What follows belongs to an exercise in optimizing a design on an open flow for small area; a production flow would make more cautious choices. Function was checked by simulation only, so behaviour that the tests miss may differ from the original. Power figures rest on the tool's default switching activity, not on a simulated workload.

## run K
// ep_top
module ep_top (
    input  logic        clk,
    input  logic        rst_n,
    input  logic [31:0] trn_rd_i,
    input  logic        trn_rsof_n_i,
    input  logic        trn_reof_n_i,
    input  logic        trn_rsrc_rdy_n_i,
    output logic        trn_rdst_rdy_n_o,
    output logic [31:0] trn_td_o,
    output logic        trn_tsof_n_o,
    output logic        trn_teof_n_o,
    output logic        trn_tsrc_rdy_n_o,
    input  logic        trn_tdst_rdy_n_i,
    input  logic [15:0] cfg_completer_id_i
);
For scale: about 1000 flip-flops, roughly 90 I/O pins.
Settings: LEC_CHECK=0, CAP_MARGIN=20, CORE_MARGIN=2, CORE_UTILIZATION=40, PLACE_DENSITY=0.75, SLEW_MARGIN=20, SYNTH_HIERARCHICAL=1, SYNTH_MINIMUM_KEEP_SIZE=0; clock period 5.0 ns.
standard.sh (not shown) runs the stock make flow with config.mk's settings and CLKGATE_MAP_FILE= SYNTH_SCRIPT=/design/flow/synth_recipe.tcl, a recipe that flattens the netlist after the stock synthesis.
==> flow/flow/run.sh <==
#!/bin/bash
# The standard layout (standard.sh: standard synthesis and ORFS steps,
# unchanged) with three knobs passed to make:
#  - every port buffered with the smallest buffer (buf_1);
#  - a clock tree of clkbuf_8 leaf clusters of up to 20 registers within
#    40 um, without dummy loads.
# make's full output (every tool's) goes to flow.log here; ORFS also keeps a
# log per step under orfs/logs/.
set -euo pipefail
CTS="-sink_clustering_enable -repair_clock_nets -buf_list sky130_fd_sc_hd__clkbuf_8"
CTS="$CTS -sink_clustering_size 20 -sink_clustering_max_diameter 40 -dont_use_dummy_load"
bash standard.sh \
  "BUFFER_PORTS_ARGS=-buffer_cell sky130_fd_sc_hd__buf_1" \
  "CTS_ARGS=$CTS" \
  finish > flow.log 2>&1
diff inputs: run K => run C
-- flow/flow/run.sh --
<<< run K, line 10
CTS="-sink_clustering_enable -repair_clock_nets -buf_list sky130_fd_sc_hd__clkbuf_8"
CTS="$CTS -sink_clustering_size 20 -sink_clustering_max_diameter 40 -dont_use_dummy_load"
>>> run C, line 10
CTS="-sink_clustering_enable -repair_clock_nets -buf_list \"sky130_fd_sc_hd__clkbuf_8 sky130_fd_sc_hd__clkbuf_16\""
CTS="$CTS -sink_clustering_size 24 -sink_clustering_max_diameter 40 -dont_use_dummy_load"
Results
Run C never completed; the flow aborted with a tool error in clock tree synthesis (4_1_cts).
Per the comparison of run C with run K, synthesized area was more or less identical, synthesized cell count was more or less identical, post-synthesis net count was more or less identical, basic-gate share of the synthesized area counting and, or, nand and nor cells was more or less identical.


## run 1
The RTL this note starts from:
==> flow/design.v <==
`default_nettype none
package ep_pkg;
    localparam int DATA_W     = 32;     
    localparam int REG_ADDR_W = 5;      
    localparam int NUM_REGS   = 1 << REG_ADDR_W;
    localparam logic [6:0] FMT_TYPE_MRD32 = 7'b00_00000;   
    localparam logic [6:0] FMT_TYPE_MWR32 = 7'b10_00000;   
    localparam logic [6:0] FMT_TYPE_CPLD  = 7'b10_01010;   
    localparam logic [DATA_W-1:0] ID_REG_VALUE = 32'hE9D0_0001;
endpackage
`default_nettype wire
`default_nettype none
module ep_mem_access (
    input  logic        clk,
    input  logic        clr_i,       
    input  logic [3:0]  wr_be_i,     
    input  logic [31:0] wr_data_i,   
    output logic [31:0] head_o       
);
    localparam int WORDS = 31;
    logic [32*WORDS-1:0] ring;
    logic [31:0]         tail_d;
    assign head_o = ring[31:0];
    always_comb begin
        for (int b = 0; b < 4; b++)
            tail_d[31-8*b -: 8] = clr_i     ? 8'h00 :
                                  wr_be_i[b] ? wr_data_i[31-8*b -: 8] :
                                               ring[31-8*b -: 8];
    end
    always_ff @(posedge clk)
        ring <= {tail_d, ring[32*WORDS-1:32]};
endmodule
`default_nettype wire
`default_nettype none
import ep_pkg::*;
module ep_top (
    input  logic        clk,
    input  logic        rst_n,
    input  logic [31:0] trn_rd_i,
    input  logic        trn_rsof_n_i,
    input  logic        trn_reof_n_i,
    input  logic        trn_rsrc_rdy_n_i,
    output logic        trn_rdst_rdy_n_o,
    output logic [31:0] trn_td_o,
    output logic        trn_tsof_n_o,
    output logic        trn_teof_n_o,
    output logic        trn_tsrc_rdy_n_o,
    input  logic        trn_tdst_rdy_n_i,
    input  logic [15:0] cfg_completer_id_i
);
    localparam logic [3:0] S_CLR  = 4'b0000;   
    localparam logic [3:0] S_DW0  = 4'b0001;
    localparam logic [3:0] S_RD1  = 4'b0010;
    localparam logic [3:0] S_WR1  = 4'b0011;
    localparam logic [3:0] S_RD2  = 4'b0100;
    localparam logic [3:0] S_WR2  = 4'b0101;
    localparam logic [3:0] S_WR3  = 4'b0110;   
    localparam logic [3:0] S_SKIP = 4'b0111;
    localparam logic [3:0] S_B0   = 4'b1000;
    localparam logic [3:0] S_B1   = 4'b1001;
    localparam logic [3:0] S_B2   = 4'b1010;
    localparam logic [3:0] S_B3   = 4'b1011;
    localparam logic [3:0] S_RDW  = 4'b1100;   
    localparam logic [4:0] PTR_FIRST = 5'b00001;
    localparam logic [4:0] PTR_LAST  = 5'b10000;   
    localparam logic [31:0] ID_LL = {ID_REG_VALUE[7:0], ID_REG_VALUE[15:8],
                                     ID_REG_VALUE[23:16], ID_REG_VALUE[31:24]};
    logic [3:0]  state;
    logic [4:0]  ptr;         
    logic [31:0] hdr_q;       
    logic [3:0]  be_q;
    logic [1:0]  attr_q;
    logic [4:0]  addr;
    logic [2:0]  tc;
    logic        addr_zero;
    logic        hit;
    logic        rx_on;
    logic        beat_ok;
    logic        tx_ok;
    logic [6:0]  fmt_type;
    logic        one_dw;
    logic [31:0] head;
    logic [31:0] rd_word;
    logic [31:0] be_mask;
    logic [3:0]  wr_be;
    logic [1:0]  lo_idx;
    logic [2:0]  byte_cnt;
    assign addr      = hdr_q[6:2];
    assign tc        = {hdr_q[7], hdr_q[1:0]};
    assign addr_zero = (addr == 5'd0);
    assign hit       = (ptr == addr) || addr_zero;
    assign fmt_type  = trn_rd_i[30:24];
    assign one_dw    = (trn_rd_i[9:0] == 10'd1);
    assign rx_on            = !state[3] && (state != S_CLR) && (state != S_WR3 || hit);
    assign trn_rdst_rdy_n_o = !rx_on;
    assign beat_ok          = rx_on && !trn_rsrc_rdy_n_i;
    assign trn_tsrc_rdy_n_o = !(state[3] && !state[2]);
    assign trn_tsof_n_o     = state[1] || state[0];
    assign trn_teof_n_o     = !(state[1] && state[0]);
    assign tx_ok            = !trn_tsrc_rdy_n_o && !trn_tdst_rdy_n_i;
    assign wr_be = (state == S_WR3 && !trn_rsrc_rdy_n_i && ptr == addr) ? be_q : 4'b0000;
    ep_mem_access i_mem (
        .clk       (clk),
        .clr_i     (state == S_CLR),
        .wr_be_i   (wr_be),
        .wr_data_i (trn_rd_i),
        .head_o    (head)
    );
    always_ff @(posedge clk) begin
        if (!rst_n)
            ptr <= PTR_FIRST;
        else
            ptr <= {ptr[3:0], ptr[4] ^ ptr[2]};
    end
    always_ff @(posedge clk) begin
        if (!rst_n) begin
            state <= S_CLR;
        end else begin
            case (state)
                S_CLR: if (ptr == PTR_LAST) state <= S_DW0;
                S_DW0: begin
                    if (beat_ok && !trn_rsof_n_i && trn_reof_n_i) begin
                        if (one_dw && fmt_type == FMT_TYPE_MRD32)
                            state <= S_RD1;
                        else if (one_dw && fmt_type == FMT_TYPE_MWR32)
                            state <= S_WR1;
                        else
                            state <= S_SKIP;
                    end
                end
                S_RD1:  if (beat_ok) state <= trn_reof_n_i ? S_RD2 : S_DW0;
                S_WR1:  if (beat_ok) state <= trn_reof_n_i ? S_WR2 : S_DW0;
                S_RD2:  if (beat_ok) state <= trn_reof_n_i ? S_SKIP : S_B0;
                S_WR2:  if (beat_ok) state <= trn_reof_n_i ? S_WR3 : S_DW0;
                S_WR3:  if (beat_ok) state <= trn_reof_n_i ? S_SKIP : S_DW0;
                S_SKIP: if (beat_ok && !trn_reof_n_i) state <= S_DW0;
                S_B0:   if (tx_ok) state <= S_B1;
                S_B1:   if (tx_ok) state <= S_B2;
                S_B2:   if (tx_ok) state <= S_RDW;
                S_RDW:  if (hit) state <= S_B3;
                S_B3:   if (tx_ok) state <= S_DW0;
                default: state <= S_CLR;
            endcase
        end
    end
    assign rd_word = addr_zero ? ID_LL : head;
    assign be_mask = {{8{be_q[0]}}, {8{be_q[1]}}, {8{be_q[2]}}, {8{be_q[3]}}};
    always_ff @(posedge clk) begin
        if (state == S_DW0) begin
            {hdr_q[7], hdr_q[1:0]} <= trn_rd_i[22:20];
            attr_q                 <= trn_rd_i[13:12];
        end
        if (state == S_RD1 || state == S_WR1) begin
            hdr_q[31:8] <= trn_rd_i[31:8];
            be_q        <= trn_rd_i[3:0];
        end
        if (state == S_RD2 || state == S_WR2)
            hdr_q[6:2] <= trn_rd_i[6:2];
        if (state == S_RDW && hit)
            hdr_q <= rd_word & be_mask;
    end
    always_comb begin
        casez (be_q)
            4'b???1: lo_idx = 2'd0;
            4'b??10: lo_idx = 2'd1;
            4'b?100: lo_idx = 2'd2;
            4'b1000: lo_idx = 2'd3;
            default: lo_idx = 2'd0;
        endcase
        casez (be_q)
            4'b0000: byte_cnt = 3'd1;
            4'b1??1: byte_cnt = 3'd4;
            4'b01?1: byte_cnt = 3'd3;
            4'b1?10: byte_cnt = 3'd3;
            4'b0011: byte_cnt = 3'd2;
            4'b0110: byte_cnt = 3'd2;
            4'b1100: byte_cnt = 3'd2;
            default: byte_cnt = 3'd1;
        endcase
    end
    always_comb begin
        case (state[1:0])
            2'd0: trn_td_o = {1'b0, FMT_TYPE_CPLD, 1'b0, tc, 4'b0000,
                              1'b0, 1'b0, attr_q, 2'b00, 10'd1};
            2'd1: trn_td_o = {cfg_completer_id_i, 3'b000, 1'b0, 9'd0, byte_cnt};
            2'd2: trn_td_o = {hdr_q[31:8], 1'b0, addr, lo_idx};
            default: trn_td_o = hdr_q;
        endcase
    end
endmodule
`default_nettype wire
export LEC_CHECK = 0
export CAP_MARGIN = 20
export CORE_MARGIN = 2
export CORE_UTILIZATION = 40
export SLEW_MARGIN = 20
create_clock -name core_clock -period 5.0 [get_ports {clk}]
==> flow/flow/run.sh <==
#!/bin/bash
# Standard ORFS layout (the standard.sh, standard synthesis unchanged) with
# three knobs: ports buffered with the smallest buffer, and a clock tree of
# clkbuf_8 leaf clusters without dummy loads.
set -euo pipefail
CTS="-sink_clustering_enable -repair_clock_nets -buf_list sky130_fd_sc_hd__clkbuf_16"
CTS="$CTS -sink_clustering_size 36 -sink_clustering_max_diameter 60 -dont_use_dummy_load"
bash standard.sh \
  "BUFFER_PORTS_ARGS=-buffer_cell sky130_fd_sc_hd__buf_1" \
  "CTS_ARGS=$CTS" \
  finish > flow.log 2>&1
Input-level comparison between run 2 and run 1:
==> flow/flow/run.sh <==
#!/bin/bash
# Standard ORFS layout (the standard.sh, standard synthesis unchanged) with
# three knobs: ports buffered with the smallest buffer, and a clock tree of
# clkbuf_8 leaf clusters without dummy loads.
set -euo pipefail
CTS="-sink_clustering_enable -repair_clock_nets -buf_list sky130_fd_sc_hd__clkbuf_8"
CTS="$CTS -sink_clustering_size 18 -sink_clustering_max_diameter 50 -dont_use_dummy_load"
bash standard.sh \
  "BUFFER_PORTS_ARGS=-buffer_cell sky130_fd_sc_hd__buf_1" \
  "CTS_ARGS=$CTS" \
  finish > flow.log 2>&1
Findings:
In the flow results for run 2 and run 1, the number of vias in the routed layout is larger on run 2.
Compared with run 1, run 2 shows arrival time of the worst setup path higher by 0.02 ns.
Taking run 1 as the reference point, the clock tree cell share of total cell area of run 2 falls by 0.37 points.
Reported for run 2 and run 1, final hold violation count turned out identical to the last digit.
### run 2 -> run 3
- putting CTS_CLUSTER_SIZE at 22 where nothing was set
- swapping 40 for 70 in CORE_UTILIZATION
- putting CTS_BUF_LIST at sky130_fd_sc_hd__clkbuf_8 where nothing was set
- putting CTS_CLUSTER_DIAMETER at 40 where nothing was set
==> flow/run.sh (new file) <==
#!/bin/bash
# synth_recipe.tcl (not shown) runs the flow's synth.tcl, then flattens the netlist and writes it again
# the make line also repeats each setting of config.mk as NAME=value (left out here)
make -C /OpenROAD-flow-scripts/flow DESIGN_CONFIG=/design/flow/config.mk WORK_HOME=/design/flow/orfs CLKGATE_MAP_FILE= SYNTH_SCRIPT=/design/flow/synth_recipe.tcl finish
removed: flow/flow/run.sh
removed: flow/standard.sh
==> comparison <==
Final cell utilization of the core (run 3 over run 2): increase, 36 points
Sort run 3 and run 2 by clock network fraction of design power, descending, and run 3 comes first.
From run 2 to run 3, number of storage elements in the synthesis netlist did not move at all.
The overall fraction of global-route tracks in use of run 3 is higher than that of run 2.
Run 3: met1 wire length lower than run 2
Run 3 has less setup slack than run 2.
On fraction of area in multi-input gates, the higher figure sits with run 2, not run 3.
Going from run 2 to run 3, the final routed wirelength across all metal layers was found to have gone up by 4.9%.
Run 3 ended up with a higher non-clock buffer count than run 2 did.
The synthesis-to-finish area growth of run 3 exceeds that of run 2 by 3.4 points.
For final cell count without fillers, dividing the value from run 2 by the value from run 3 gives 1.13.
## Diff of input files: run 4 against run 3
- a change of CTS_CLUSTER_DIAMETER from 40 to 60
- a change of CORE_UTILIZATION from 70 to 40
- a change of CTS_CLUSTER_SIZE from 22 to 36
- a change of CTS_BUF_LIST from sky130_fd_sc_hd__clkbuf_8 to sky130_fd_sc_hd__clkbuf_16
Findings:
Run 4 improves on run 3 in maximum frequency.
Run 3 -> run 4: row count increased by more than a quarter
A critical path endpoint of trn_td_o[28] is what run 4 shows, while trn_td_o[1] belongs to run 3.
Run 3 -> run 4: combinational cell fraction of total power flat
> inputs changed (run 4 -> run 5)
- CTS_CLUSTER_DIAMETER: 60 -> unset
- CTS_CLUSTER_SIZE: 36 -> unset
- CTS_BUF_LIST: sky130_fd_sc_hd__clkbuf_16 -> unset
## What came out
Run 5 finished every stage and its layout cleared the timing, design-rule and antenna checks. The final layout from run 4, which completed every stage, passed the timing, design-rule and antenna checks at the end of the flow. Clock-buffer cell count, run 5 vs run 4: up by more than 100%. Taking run 4 as the reference, in run 5 power after layout moved up, final-layout worst hold slack moved down. On sequential share of layout area: between run 4 and run 5, it ends up lower for run 5. Cell count: run 5 higher than run 4. The higher number of nets at the end of the flow came out of run 5. Comparing the two runs side by side, run 5 comes out behind run 4 on via count. [run 5 vs run 4] total routing resource utilization after global routing: higher in run 5. Run 5: share of cells above drive strength 1 4.3 points above run 4. Of run 4 and run 5, the run reporting the higher final area was run 5.

## static timing again, ports no longer ideal
How much do the figures lean on ideal ports? The routed layouts below were timed once more, with nothing changed but the port constraints. Step 1 (the two cells are an assumption about what drives the block):
set clk [get_ports {clk}]
set_driving_cell -lib_cell sky130_fd_sc_hd__clkbuf_16 $clk
set_driving_cell -lib_cell sky130_fd_sc_hd__buf_2 [delete_from_list [all_inputs] $clk]
Step 2 also shifts input and output timing later by t, the mid clock arrival at the registers, as if the neighbouring blocks saw the same clock. Three values: ideal, step 1, step 2; two values: the first two.
run	t (ns)	setup WS [ns]	hold WS [ns]	worst setup path after step 2	pins driven straight from the clock port
run K	0.660	0.889 / 0.840 / 1.500	0.257 / 0.257 / 0.257	register to output	1
run 1	0.631	1.228 / 1.172 / 1.803	0.274 / 0.274 / 0.274	register to output	1
run 2	0.674	1.211 / 1.158 / 1.833	0.277 / 0.277 / 0.277	register to output	1
run 3	0.684	0.787 / 0.735 / 1.420	0.316 / 0.316 / 0.316	register to output	1
run 4	0.647	0.935 / 0.881 / 1.502	0.306 / 0.306 / 0.306	input to output	1
run 5	0.671	0.951 / 0.894 / 1.514	0.299 / 0.299 / 0.299	input to output	1
After both steps every run listed still meets setup and hold.
